This is an optimization exercise on Yosys and OpenROAD, whose aim is small area and few clock cycles per item, not a production implementation.
Function was checked by simulation only, so behaviour that the tests miss may differ from the original.

==> flow/design.v, too long to show whole: its modules and the start of the top module <==
// module desKeySchedule: 58 lines
// module desFeistelRound: 27 lines
// module desSbox1: 90 lines
// module desSbox2: 87 lines
// module desSbox3: 84 lines
// module desSbox4: 89 lines
// module desSbox5: 94 lines
// module desSbox6: 95 lines
// module desSbox7: 90 lines
// module desSbox8: 86 lines
// module desSbox: 10 lines
// module desCore: 81 lines
// module desApbRegs: 91 lines
// module desApbTop: 51 lines
module desApbTop #(
  parameter int addrWidth = 8
) (
  input  logic                 clk,
  input  logic                 rst,
  input  logic                 pSel,
  input  logic                 pEnable,
  input  logic                 pWrite,
  input  logic [addrWidth-1:0] pAddr,
  input  desPkg::apbDataT      pWdata,
  output desPkg::apbDataT      pRdata,
  output logic                 pReady,
  output logic                 pSlverr
);
  // ...
==> flow/run.sh <==
#!/bin/bash
# synth_recipe.tcl (not shown) runs the flow's synth.tcl, then flattens the netlist and writes it again
# the make line also repeats each setting of config.mk as NAME=value (left out here)
make -C /OpenROAD-flow-scripts/flow DESIGN_CONFIG=/design/flow/config.mk WORK_HOME=/design/flow/orfs CLKGATE_MAP_FILE= SYNTH_SCRIPT=/design/flow/synth_recipe.tcl finish
==> flow/config.mk <==
export PLATFORM = sky130hd
export DESIGN_NAME = desApbTop
export DESIGN_NICKNAME = desApbTop
export VERILOG_FILES = /design/flow/design.v
export SDC_FILE = /design/flow/constraint.sdc
export NUM_CORES = 4
export LEC_CHECK = 0
export ABC_AREA = 1
export CAP_MARGIN = 20
export CORE_MARGIN = 2
export CORE_UTILIZATION = 40
export SLEW_MARGIN = 20
==> flow/constraint.sdc <==
create_clock -name core_clock -period 10.0 [get_ports {clk}]
set_input_delay 2.0000 -clock core_clock [delete_from_list [all_inputs] [get_ports {clk}]]
set_output_delay 2.0000 -clock core_clock [all_outputs]
set_load 0.01 [all_outputs]
==> summary.txt, run 1 <==
- The run finished with no timing, DRC or antenna violations.
- Cts repair resizes: 0
* Per-cell via count in the routed design: 6.00
- Number of detailed-routing iterations run before antenna repair: 23
- Number of cells traversed by the worst hold path: 2
- The clock period could shrink to around 8.3 ns.
- Final Slew Violations: 0
- Setup violations remaining at the end of the flow were counted as 0.
* Cell class ranked first by area: multi-input gates
- Number of DRC markers in iteration 0: approximately 4000
- Met2 WL post-DR: ~46 mm
* Critical setup path kind: in2reg
- Syn_nets: 3941
- Summing the areas of all and, or, nand and nor instances in the mapped netlist gives 35.5% of the synthesized area.
- By area, the combinational part of the netlist is dominated by simple AND/OR/NAND/NOR gates.
- Non-clock inverters in the final layout number 492.
* Startpoint Class: input pin
* Max frequency: about 120 MHz
- In this run the mean area of a mapped cell was approximately 6.3 µm².
- Between clock sinks in the finished design, the worst skew comes to between 0.01 and 0.015 ns.
- Pin slew with the least headroom to its limit: ~1.1 ns
- The design has 255 sequential cells.
* Fillcell total: about 6300
* Number of levels the H-tree was split into: 1
* Critical R2R Launch: i_desApbRegs.busy
Testbench counts, summed over its fixed seeds: cycles 5,120, ops 256.
==> module desApbRegs, before the edit <==
module desApbRegs #(
  parameter int addrWidth = 8
) (
  input  logic                 clk,
  input  logic                 rst,
  input  logic                 pSel,
  input  logic                 pEnable,
  input  logic                 pWrite,
  input  logic [addrWidth-1:0] pAddr,
  input  desPkg::apbDataT      pWdata,
  output desPkg::apbDataT      pRdata,
  output logic                 pReady,
  output logic                 pSlverr,
  output logic                 start,
  output logic                 decrypt,
  output desPkg::blockT        key,
  output desPkg::blockT        dataIn,
  input  logic                 almostDone,
  input  desPkg::blockT        dataOut
);
  logic            access;
  logic            mapped;
  logic            badAccess;
  logic            wrEn;
  logic [2:0]      offset;
  logic            decryptReg;
  logic            busy;
  logic            doneFlag;
  desPkg::blockT   keyReg;
  desPkg::blockT   dataReg;
  desPkg::apbDataT readData;
  assign access = pSel & pEnable;
  assign offset = pAddr[4:2];
  assign mapped = (pAddr >> 5) == '0 && pAddr[1:0] == 2'd0;
  always_comb begin
    case (offset)
      3'd0:    readData = keyReg[63:32];
      3'd1:    readData = keyReg[31:0];
      3'd2:    readData = dataReg[63:32];
      3'd3:    readData = dataReg[31:0];
      3'd4:    readData = {30'd0, decryptReg, 1'b0};
      3'd5:    readData = {30'd0, doneFlag, busy};
      3'd6:    readData = dataOut[63:32];
      default: readData = dataOut[31:0];
    endcase
  end
  always_comb begin
    badAccess = 1'b0;
    if (!mapped) begin
      badAccess = 1'b1;
    end else if (pWrite) begin
      if (offset == 3'd4) badAccess = pWdata[0] & busy;
      else if (offset[2] & (offset[1] | offset[0])) badAccess = 1'b1;
    end
  end
  assign pRdata  = readData;
  assign pReady  = 1'b1;
  assign pSlverr = access & badAccess;
  assign wrEn    = access & pWrite & ~badAccess;
  assign start   = wrEn & (offset == 3'd4) & pWdata[0];
  assign decrypt = pWdata[1];
  assign key     = keyReg;
  assign dataIn  = dataReg;
  always_ff @(posedge clk) begin
    if (rst) begin
      keyReg     <= '0;
      dataReg    <= '0;
      decryptReg <= 1'b0;
      busy       <= 1'b0;
      doneFlag   <= 1'b0;
    end else begin
      if (wrEn) begin
        case (offset)
          3'd0: keyReg[63:32]  <= pWdata;
          3'd1: keyReg[31:0]   <= pWdata;
          3'd2: dataReg[63:32] <= pWdata;
          3'd3: dataReg[31:0]  <= pWdata;
          3'd4: decryptReg     <= pWdata[1];
          default: ;
        endcase
      end
      if (start) begin
        busy     <= 1'b1;
        doneFlag <= 1'b0;
      end else if (busy & almostDone) begin
        busy     <= 1'b0;
        doneFlag <= 1'b1;
      end
    end
  end
endmodule
==> run 2, diff against run 1 <==
--- a/flow/design.v
+++ b/flow/design.v
@@ -1019,4 +1019,6 @@
   desPkg::blockT   dataReg;
   desPkg::apbDataT readData;
+  desPkg::apbDataT wrData;
+  logic [3:0]      wrSel;
   assign access = pSel & pEnable;
   assign offset = pAddr[4:2];
@@ -1051,21 +1053,20 @@
   assign key     = keyReg;
   assign dataIn  = dataReg;
+  assign wrData = rst ? '0 : pWdata;
+  assign wrSel  = {4{wrEn}} & {offset == 3'd3, offset == 3'd2, offset == 3'd1, offset == 3'd0};
+  always_ff @(posedge clk) begin
+    if (rst | wrSel[0]) keyReg[63:32]  <= wrData;
+    if (rst | wrSel[1]) keyReg[31:0]   <= wrData;
+    if (rst | wrSel[2]) dataReg[63:32] <= wrData;
+    if (rst | wrSel[3]) dataReg[31:0]  <= wrData;
+  end
   always_ff @(posedge clk) begin
     if (rst) begin
-      keyReg     <= '0;
-      dataReg    <= '0;
       decryptReg <= 1'b0;
       busy       <= 1'b0;
       doneFlag   <= 1'b0;
     end else begin
-      if (wrEn) begin
-        case (offset)
-          3'd0: keyReg[63:32]  <= pWdata;
-          3'd1: keyReg[31:0]   <= pWdata;
-          3'd2: dataReg[63:32] <= pWdata;
-          3'd3: dataReg[31:0]  <= pWdata;
-          3'd4: decryptReg     <= pWdata[1];
-          default: ;
-        endcase
+      if (wrEn && offset == 3'd4) begin
+        decryptReg <= pWdata[1];
       end
       if (start) begin
==> flow/flow/run.sh (new file) <==
#!/bin/bash
# The standard synthesis, then its combinational logic re-mapped for area
# (flow/remap.tcl), then the standard layout steps on the re-mapped netlist.
set -euo pipefail
W=$(pwd)
R=$W/orfs/results/$FLOW_PLATFORM/desApbTop/base
bash standard.sh synth > std_synth.log 2>&1
cp "$R/1_2_yosys.v" "$W/std_1_2_yosys.v"
REMAP_LIB=$FLOW_HOME/platforms/$FLOW_PLATFORM/lib/sky130_fd_sc_hd__tt_025C_1v80.lib \
REMAP_IN=$W/std_1_2_yosys.v REMAP_OUT=$R/1_2_yosys.v REMAP_ABC=$W/flow/remap.abc \
REMAP_TOP=$FLOW_TOP REMAP_STAT=$W/remap_stat.txt \
  yosys -c "$W/flow/remap.tcl" > remap.log 2>&1
rm -f "$R/1_synth.odb" "$R/1_synth.sdc"
bash standard.sh synth > remap_synth.log 2>&1
bash standard.sh finish > finish.log 2>&1
test -f out/final.def
==> flow/flow/remap.abc (new file) <==
strash
ifraig
dc2
&get -n
&dch -f
&nf -R 1000
&put
strash
&get -n
&dch -f
&nf -R 1000
&put
topo
stime -c
==> flow/flow/remap.tcl (new file) <==
# Re-map the combinational logic of the standard synthesis netlist with an
# area-oriented ABC script. Every flip-flop (and tie cell) instance is kept as
# it is, so the registers keep the standard synthesis's names and cell types.
yosys -import
set lib $::env(REMAP_LIB)
set top $::env(REMAP_TOP)
read_liberty -ignore_miss_func -setattr liberty_cell $lib
read_verilog $::env(REMAP_IN)
hierarchy -top $top
setattr -mod -set keep_hierarchy 1 sky130_fd_sc_hd__df* sky130_fd_sc_hd__edf* sky130_fd_sc_hd__sdf* sky130_fd_sc_hd__dl* sky130_fd_sc_hd__conb_1
flatten
select -module $top
opt -purge
# the platform's don't-use cells
set dont {}
set fp [open $lib r]
set text [read $fp]
close $fp
foreach {all name} [regexp -all -inline {cell \(\"?(sky130_fd_sc_hd__[a-z0-9_]+)\"?\)} $text] {
  if {[string match *lpflow* $name] || [string match *probe* $name]} { lappend dont -dont_use $name }
}
abc -liberty $lib {*}$dont -script $::env(REMAP_ABC)
splitnets
opt_clean -purge
hilomap -singleton -hicell sky130_fd_sc_hd__conb_1 HI -locell sky130_fd_sc_hd__conb_1 LO
insbuf -buf sky130_fd_sc_hd__buf_4 A X
select -clear
tee -o $::env(REMAP_STAT) stat -liberty $lib $top
yosys delete A:liberty_cell
yosys write_verilog -noattr -nohex -nodec $::env(REMAP_OUT)
==> flow/standard.sh (new file) <==
#!/bin/bash
# synth_recipe.tcl (not shown) runs the flow's synth.tcl, then flattens the netlist and writes it again
# the make line also repeats each setting of config.mk as NAME=value (left out here)
make -C /OpenROAD-flow-scripts/flow DESIGN_CONFIG=/design/flow/config.mk WORK_HOME=/design/flow/orfs CLKGATE_MAP_FILE= SYNTH_SCRIPT=/design/flow/synth_recipe.tcl "${@:-finish}"
removed: flow/run.sh
==> run 2 against run 1 <==
Compared with the run above: still clean; via count shrank 25%; synthesized area shrank 21%; clock skew grew 0.0064 ns; hold slack gained 0.024 ns; count of clock-buffer cells in the layout shrank 7; largest cell class unchanged.
==> summary.txt, run 2 <==
- Run status: timing/DRC/antenna clean (unchanged).
* Grt ovf: 0 (unchanged)
- RSZ-0062 raised after global routing: no (unchanged)
* Total clock buffers created by CTS: 29 (was 31)
- The signed area change from the synthesized netlist to the final layout was 20.3% (was 9.99%).
- The count of standard-cell rows is 79 (was 89).
- The number of port buffers is 77 (unchanged).
- Average footprint of a synthesized cell: 8.42 µm² (was 6.30 µm²)
* Number of violations of the max-capacitance limit: 0 (unchanged)
- The final cycle utilization of the critical path was 95.9% (was 82.7%).
* Data required time of the worst path: 10.29 ns (was 10.37 ns)
* Number of clock sinks: 255 (unchanged)
- Area of the mapped netlist: 0.0189 mm² (was 0.0240 mm²)
- The area used by sequential logic in the layout came to 0.00703 mm² (was 0.00575 mm²).
* Inst Count DP: 3088 (was 4555)
- The detail-routed via count per cell was 6.61 (was 6.00).
- Ant diodes: 0 (was 2)
- Number of DRC markers in iteration 0: 3656 (was 3990)
- The count of cells resized by post-cts repair was 0 (unchanged).
* Number of synthesis warnings: 3 (unchanged)
- Highest-delay cell along the critical path: o21ai_0 (was nand2_2)
- Syn_nets: 2291 (was 3941)
- The data arrival time of the worst path was 9.88 ns (was 8.64 ns).
- Most common cell after layout, fill and taps aside: nand2_1 (unchanged)
- Proportion of layout cells with a drive suffix above 1: 9.15% (was 11.0%)
- Number of buffers on the longest clock path: 3 (unchanged)
* Floorplan die height: 221 µm (was 249 µm)
* Post-synthesis cell count: 2246 (was 3801)
- The final setup skew came to 0.0211 ns (was 0.0147 ns).
- The number of detailed-routing iterations run before antenna repair is 20 (was 23).
- Multi-input gate area: 0.0119 mm² (was 0.0156 mm²)
- The cell at the root of the clock tree is clkbuf_16 (unchanged).
* Final Instance Count excl. Fillers: 3142 (was 4616)
* Final critical-path setup slack: 0.413 ns (was 1.73 ns)
- The total number of nets in the final design is 2557 (was 3957).
* Pin count of the biggest net entering global routing: 65 (was 131)
- The relative max-transition margin came to 22.9% (was 25.5%).
- Path category of the worst min-delay check: reg2reg (unchanged)
- Residual DRC: 0 (unchanged)
- The die outline area is 0.0490 mm² (was 0.0619 mm²).
- The TritonCTS clock tree was yes (unchanged).
* Startpoint Class: input pin (unchanged)
* Vias in the first global route: 19118 (was 24875)
- Final Slew Violations: 0 (unchanged)
- The horizontal extent of the die is 221 µm (was 249 µm).
* Global-route wire length before repair: 125 mm (was 168 mm)
- The clock slew at the register clock pins of the worst setup and hold paths came to 0.06 ns (about the same).
- Top Registers: i_desApbRegs.dataReg (64), i_desApbRegs.keyReg (64), i_desCore.i_desKeySchedule.cd (56) (unchanged)
- The total of endpoints with negative setup slack in the final report is 0 (unchanged).
- Kind of end point of the critical path: register (unchanged)
- The post-route cell area is 0.0227 mm² (was 0.0263 mm²).
* Max frequency: 104 MHz (was 121 MHz)
- The I/O pin count was 79 (unchanged).
- The fill cell total of the finished layout was 4545 (was 6297).
* Critical setup path kind: in2reg (unchanged)
- The via count of the routed design was 20767 (was 27715).
- Number of antenna-violating nets in the routed design: 0 (unchanged)
* CORE AREA: 0.0467 mm² (was 0.0591 mm²)
* Max Fanout on Critical Path: 21 (unchanged)
* Worst setup slack after placement: -0.161 ns (was 1.27 ns)
- The maximum level of the CTS H-tree was 1 (unchanged).
* Clock insertion delay at the later pin of the skew report: 0.58 ns (was 0.62 ns)
* Top library cells by usage in the layout, fill and taps aside: nand2_1, nor2_1, edfxtp_1, o21ai_0, a21oi_1 (was nand2_1, inv_1, nand3_1, nor2_1, o21ai_0)
* Initial antenna violation count: 0 (was 1)
- The hold-fix buffer count after cts came to 0 (unchanged).
- CP Buf/Inv Count: 4 (was 6)
- The half-perimeter wire length after detailed placement was 61.4 mm (was 89.3 mm).
- Placer Congestion: 1.00 (was 1.07)
* Final Util: 48.7% (was 44.6%)
* Routed WL per cell: 27.1 µm (was 25.0 µm)
* Pin slew with the least headroom to its limit: 1.15 ns (was 1.11 ns)
- The global-route usage over all layers was 33.4% (was 35.8%).
- The family of cells with the greatest summed delay on the critical path is simple AND/OR/NAND/NOR gates (unchanged).
- The largest stage delay on the critical path came to 0.88 ns (was 0.64 ns).
- The final wirelength is 85.1 mm (was 115 mm).
- Starting Density: 40.5% (about the same)
- The minimum period implied by the final worst setup slack came to 9.59 ns (was 8.27 ns).
- The number of setup buffers added after CTS came to 0 (unchanged).
- Hold Violations, Final: 0 (unchanged)
* Placed standard-cell area: 0.0218 mm² (was 0.0253 mm²)
## run 2: cell types whose count changed in the layout (fill, tap and decap cells not counted), sizes merged, moves of 44 or more
cell	delta
nand2	-757
inv	-489
nand3	-376
o21ai	-189
xnor2	+135
dfxtp	-128
edfxtp	+128
buf	+110
ha	-95
a222oi	+93
a22oi	+70
mux2i	+68
xor2	+64
nor2b	+44
## run 2: through the flow
step / hold WS, ns / setup TNS (ns)
after floorplan: 0.469 / 0
after global placement: 0.480 / -0.225
after detailed placement: 0.488 / -0.260
after CTS: 0.497 / 0
after global routing: 0.513 / 0
final: 0.499 / 0
## run 2: worst paths after layout
path	startpoint	cells past startpoint	slack, ns	end
max	pAddr[2]	28	0.41	i_desCore.right[2]
min	i_desApbRegs.doneFlag	2	0.50	i_desApbRegs.doneFlag
max reg2reg	i_desApbRegs.busy	27	2.27	i_desCore.right[2]
min reg2reg	i_desApbRegs.doneFlag	2	0.50	i_desApbRegs.doneFlag
## run 2: area by class of cell
type                    count  area share, %
clock buffers              36           3.35
flip-flops and latches    255           30.9
multi-input cells        1948           52.3
clock inverters            18          0.677
repair buffers            235           8.75
inverters                  43          0.710
well taps                 607           3.34
## run 2: per-layer routing
metal	vias up	routed length, µm	track usage, %
met3	259	9100	5.83
met4	0	5260	16.6
met5	-	0	0
met1	9931	33800	45.4
met2	1422	36900	51.5
li1	9155	-	-
## run 2: tightest hold or removal path: cells and delay by family, from the launching register on
family | cells | cell delay, ns
flops | 1 | 0.32
simple gates | 2 | 0.14
Testbench counts of run 2, summed over its fixed seeds: cycles 5,120, ops 256.
==> module desCore, before the edit <==
module desCore (
  input  logic          clk,
  input  logic          rst,
  input  logic          start,
  input  logic          decrypt,
  input  desPkg::blockT key,
  input  desPkg::blockT dataIn,
  output logic          almostDone,
  output desPkg::blockT dataOut
);
  logic [2:0]     pair;
  logic           running;
  logic           dirReg;
  logic           dir;
  desPkg::blockT  permIn;
  desPkg::blockT  preOut;
  desPkg::halfT   left;
  desPkg::halfT   right;
  desPkg::halfT   inLeft;
  desPkg::halfT   inRight;
  desPkg::halfT   midLeft;
  desPkg::halfT   midRight;
  desPkg::halfT   newLeft;
  desPkg::halfT   newRight;
  desPkg::subkeyT subkeyA;
  desPkg::subkeyT subkeyB;
  for (genvar i = 0; i < 64; i++) begin : g_ip
    assign permIn[63 - i] = dataIn[64 - desPkg::ipTable[7 * (63 - i) +: 7]];
  end
  assign preOut = {right, left};
  for (genvar i = 0; i < 64; i++) begin : g_fp
    assign dataOut[63 - i] = preOut[64 - desPkg::fpTable[7 * (63 - i) +: 7]];
  end
  assign running    = pair != 3'd0;
  assign almostDone = pair == 3'd5;
  assign dir        = start ? decrypt : dirReg;
  desKeySchedule i_desKeySchedule (
    .clk     (clk),
    .load    (start),
    .decrypt (dir),
    .pair    (start ? 3'd0 : pair),
    .key     (key),
    .subkeyA (subkeyA),
    .subkeyB (subkeyB)
  );
  assign {inLeft, inRight} = start ? permIn : {left, right};
  desFeistelRound i_roundA (
    .left     (inLeft),
    .right    (inRight),
    .subkey   (subkeyA),
    .newLeft  (midLeft),
    .newRight (midRight)
  );
  desFeistelRound i_roundB (
    .left     (midLeft),
    .right    (midRight),
    .subkey   (subkeyB),
    .newLeft  (newLeft),
    .newRight (newRight)
  );
  always_ff @(posedge clk) begin
    if (rst) begin
      pair <= 3'd0;
    end else if (start) begin
      pair <= 3'd1;
    end else if (running) begin
      pair <= pair + 3'd1;
    end
  end
  always_ff @(posedge clk) begin
    if (start) begin
      dirReg <= decrypt;
    end
  end
  always_ff @(posedge clk) begin
    if (start | running) begin
      left  <= newLeft;
      right <= newRight;
    end
  end
endmodule
==> run 3, diff against run 2 <==
--- a/flow/design.v
+++ b/flow/design.v
@@ -918,4 +918,7 @@
   logic           dirReg;
   logic           dir;
+  logic           pending;
+  logic           fromData;
+  logic           load;
   desPkg::blockT  permIn;
   desPkg::blockT  preOut;
@@ -939,15 +942,17 @@
   assign running    = pair != 3'd0;
   assign almostDone = pair == 3'd5;
-  assign dir        = start ? decrypt : dirReg;
+  assign fromData   = ~running | pending;
+  assign load       = pending | (start & ~running);
+  assign dir        = fromData & ~pending ? decrypt : dirReg;
   desKeySchedule i_desKeySchedule (
     .clk     (clk),
-    .load    (start),
+    .load    (fromData),
     .decrypt (dir),
-    .pair    (start ? 3'd0 : pair),
+    .pair    (fromData ? 3'd0 : pair),
     .key     (key),
     .subkeyA (subkeyA),
     .subkeyB (subkeyB)
   );
-  assign {inLeft, inRight} = start ? permIn : {left, right};
+  assign {inLeft, inRight} = fromData ? permIn : {left, right};
   desFeistelRound i_roundA (
     .left     (inLeft),
@@ -966,9 +971,13 @@
   always_ff @(posedge clk) begin
     if (rst) begin
-      pair <= 3'd0;
-    end else if (start) begin
-      pair <= 3'd1;
-    end else if (running) begin
-      pair <= pair + 3'd1;
+      pair    <= 3'd0;
+      pending <= 1'b0;
+    end else begin
+      pending <= start & running;
+      if (load) begin
+        pair <= 3'd1;
+      end else if (running) begin
+        pair <= pair + 3'd1;
+      end
     end
   end
@@ -979,5 +988,5 @@
   end
   always_ff @(posedge clk) begin
-    if (start | running) begin
+    if (load | running) begin
       left  <= newLeft;
       right <= newRight;
--- a/flow/config.mk
+++ b/flow/config.mk
@@ -7,6 +7,9 @@
 export LEC_CHECK = 0
 export ABC_AREA = 1
-export CAP_MARGIN = 20
+export CAP_MARGIN = 10
 export CORE_MARGIN = 2
-export CORE_UTILIZATION = 40
-export SLEW_MARGIN = 20
+export CORE_UTILIZATION = 55
+export CTS_BUF_LIST = sky130_fd_sc_hd__clkbuf_4 sky130_fd_sc_hd__clkbuf_8
+export CTS_CLUSTER_SIZE = 25
+export GPL_TIMING_DRIVEN = 0
+export SLEW_MARGIN = 10
==> run 3 against run 2 <==
Compared with the run above: cell area is 2.3% lower; synthesized area is 0.69% higher; synthesized cell count is 0.45% higher; core utilization is 16 points higher; critical path depth stayed put; hold slack worse by 0.023 ns; global-route usage is 6.7 points higher; cell count is 7.4% lower.
==> summary.txt, run 3 <==
- Run status: timing/DRC/antenna clean (unchanged)
- The count of cells resized by post-cts repair was 0 (unchanged).
- The horizontal extent of the die came to 190 µm (was 221 µm).
- The detail-routed via count per cell is 7.05 (was 6.61).
* Worst setup slack after placement: -0.341 ns (was -0.161 ns)
- The largest net degree at the start of global routing came to 68 (was 65).
- The non-filler instance count after layout came to 2908 (was 3142).
* Startpoint of the most critical hold path: i_desApbRegs.decryptReg (was i_desApbRegs.doneFlag)
- The number of endpoints with negative hold slack in the final report came to 0 (unchanged).
* Vias in the first global route: 18622 (was 19118)
* Post-detail-place hpwl: 53.9 mm (was 61.4 mm)
* Synthesis-to-finish area growth: 16.6% (was 20.3%)
- Pin slew with the least headroom to its limit: 1.38 ns (was 1.15 ns)
- The cell at the root of the clock tree is clkbuf_8 (was clkbuf_16).
- Path category of the worst min-delay check: reg2reg (unchanged)
* Worst R2R End: i_desCore.right[4] (was i_desCore.right[2])
- The number of warning messages in the yosys log came to 3 (unchanged).
* Critical R2R Launch: i_desCore.pair[2] (was i_desApbRegs.busy)
* Fillcell total: 2934 (was 4545)
- Residual DRC: 0 (unchanged)
- Top Registers: i_desApbRegs.dataReg (64), i_desApbRegs.keyReg (64), i_desCore.i_desKeySchedule.cd (56) (unchanged).
* Grt ovf: 0 (unchanged)
* Worst-case headroom to the max-slew limit: 7.67% (was 22.9%)
- The most numerous cell type found on the critical path is nand2_1.
- The number of sinks on the clock net was 256 (was 255).
- The post-route antenna net violation count is 0 (unchanged).
* Proportion of layout cells with a drive suffix above 1: 5.87% (was 9.15%)
* Total length of routed wires: 74.2 mm (was 85.1 mm)
* RSZ-0062 raised after global routing: no (unchanged)
* Number of DRC markers in iteration 0: 4343 (was 3656)
* Data required time of the worst path: 10.34 ns (was 10.29 ns)
* Post-synthesis cell count: 2256 (was 2246)
- The data arrival time of the worst path came to 9.85 ns (was 9.88 ns).
* Clock Skews: 0.0515 ns (was 0.0211 ns)
- The final antenna diode count is 0 (unchanged).
- Initial antenna violation count: 0 (unchanged)
* Clock insertion delay at the later pin of the skew report: 0.65 ns (was 0.58 ns)
* Top-level port count: 79 (unchanged)
- The post-route cell area was 0.0222 mm² (was 0.0227 mm²).
- The total instance count after detailed placement came to 2820 (was 3088).
* Routed WL per cell: 25.5 µm (was 27.1 µm)
- The depth of the worst register-to-register path came to 29 (was 27).
* Area of the mapped netlist: 0.0190 mm² (was 0.0189 mm²)
- CP Buf/Inv Count: 4 (unchanged)
- The endpoint class of the critical path is a register (unchanged).
- The post-synthesis average cell area was 8.44 µm² (was 8.42 µm²).
* GR Util All Layers: 40.1% (was 33.4%)
- Total vias in the final route: 20509 (was 20767)
- Count of nets after finishing: 2460 (was 2557)
- The area of the multi-input gates is 0.0120 mm² (was 0.0119 mm²).
- Post-CTS repair timing setup buffer count: 0 (unchanged)
- CORE AREA: 0.0343 mm² (was 0.0467 mm²)
- Highest-delay cell along the critical path: a31oi_1 (was o21ai_0)
- Placer Congestion: 0.970 (was 1.00)
- The hold-fix buffer count after cts is 0 (unchanged).
- The die outline area was 0.0361 mm² (was 0.0490 mm²).
* Startpoint Class: input pin (unchanged)
* Total clock buffers created by CTS: 48 (was 29)
- Most common cell after layout, fill and taps aside: nand2_1 (unchanged)
- The wire length of the first global-routing pass is 112 mm (was 125 mm).
- Delay-heaviest family, CP: compound AO/OA/AOI/OAI gates (was simple AND/OR/NAND/NOR gates)
- Top library cells by usage in the layout, fill and taps aside: nand2_1, nor2_1, o21ai_0, edfxtp_1, a21oi_1 (was nand2_1, nor2_1, edfxtp_1, o21ai_0, a21oi_1).
- Floorplan die height: 190 µm (was 221 µm)
- Clock edge transition at the registers on the reported setup and hold paths: 0.06 ns (about the same)
- Number of violations of the max-capacitance limit: 0 (unchanged)
- The register-to-register setup slack was 1.13 ns (was 2.27 ns).
* Standard-cell row count: 68 (was 79)
- The minimum period implied by the final worst setup slack came to 9.51 ns (was 9.59 ns).
* Hold Path Sink: i_desApbRegs.decryptReg (was i_desApbRegs.doneFlag)
- Final Util: 64.8% (was 48.7%)
* Critical setup path kind: in2reg (unchanged)
* Placed standard-cell area: 0.0211 mm² (was 0.0218 mm²)
- Number of detailed-routing iterations run before antenna repair: 14 (was 20)
* Largest stage delay on the critical path: 1.05 ns (was 0.88 ns)
- Starting Density: 55.5% (was 40.5%)
- The number of nets produced by synthesis came to 2301 (was 2291).
* Number of levels the H-tree was split into: 2 (was 1)
* Share of the cycle needed by the critical path after routing: 95.1% (was 95.9%)
- The maximum fanout along the worst path was 65 (was 21).
- Sequential standard cell area: 0.00706 mm² (was 0.00703 mm²)
- Number of buffers on the longest clock path: 3 (unchanged)
- Final Setup Violations: 0 (unchanged)
- Final Slew Violations: 0 (unchanged)
- The top achievable clock speed was 105 MHz (was 104 MHz).
* Final critical-path setup slack: 0.492 ns (was 0.413 ns)
- The number of port buffers came to 77 (unchanged).
- The TritonCTS clock tree is yes (unchanged).
- The worst hold path stage count came to 2 (unchanged).
==> run 3: worst max path at each step <==
stage | startpoint | end | slack [ns] | cells after the start
3_5_place_dp | pWdata[1] | i_desCore.right[17] | -0.34 | 24
4_1_cts | pWdata[1] | i_desCore.right[17] | 0.33 | 24
6_report | pWdata[1] | i_desCore.right[4] | 0.49 | 28
5_1_grt | pWdata[1] | i_desCore.right[17] | 0.13 | 24
3_3_place_gp | pWdata[1] | i_desCore.right[17] | -4.42 | 15
2_1_floorplan | pWdata[1] | i_desCore.right[29] | 0.58 | 20
==> run 3: metrics by stage <==
stage                     TNS, ns  hold WS (ns)
final                           0         0.477
after global placement    -219.04         0.449
after floorplan                 0         0.430
after global routing            0         0.489
after CTS                       0         0.468
after detailed placement   -0.619         0.460
==> run 3: worst min-delay path: stages (launching register included) <==
cell and delay (ns):
dfxtp_1 0.31, nand2_1 0.06, a21oi_1 0.06
==> run 3: per-layer routing <==
layer	vias up	wire (µm)	global-route usage (%)
li1	9057	-	-
met2	1612	32100	60.5
met3	265	10400	10.7
met1	9575	27800	53.4
met5	-	0	0
met4	0	3920	19.5
==> run 3: final cells by class <==
cell class                 count  area share, %
tap                          455           2.56
multi-input combinational   1949           54.0
clock inverter                30           1.31
timing repair buffer         109           6.15
sequential                   256           31.8
inverter                      51          0.862
clock buffer                  58           3.34
Testbench counts of run 3, summed over its fixed seeds: cycles 5,120, ops 256.

[port drivers added, routing unchanged]
The flow's constraints put no driver on any port. The routed layouts listed below were extracted and timed again, unchanged, in two steps. Step 1 (the two cells are an assumption about what drives the block):
set clk [get_ports {clk}]
set_driving_cell -lib_cell sky130_fd_sc_hd__clkbuf_16 $clk
set_driving_cell -lib_cell sky130_fd_sc_hd__buf_2 [delete_from_list [all_inputs] $clk]
Step 2 adds t to the input delays and takes it off the output delays; t is the mean of the earliest and latest rising clock arrival at the registers after step 1. Input paths then give back, and output paths get back, about the clock's delay inside the block. Slacks: ideal ports / drivers / drivers and shift; pairs: ideal ports / drivers.
| run | shift t [ns] | setup WS [ns] | worst setup path at the end | worst slew at a driven data input, ns | pins driven straight from the clock port |
|---|---|---|---|---|---|
| run 1 | 0.665 | 1.726 / 1.756 / 1.091 | input to register | 0.05 | 1 |
| run 2 | 0.623 | 0.413 / 0.444 / -0.180 | input to register | 0.04 | 1 |
| run 3 | 0.674 | 0.492 / 0.511 / -0.163 | input to register | 0.04 | 1 |
With both steps, setup timing fails in run 2 and run 3, where it was met with ideal ports. For run 3, which loses most, drivers alone change the setup slack by +0.019 ns; drivers and shift together by -0.655 ns.
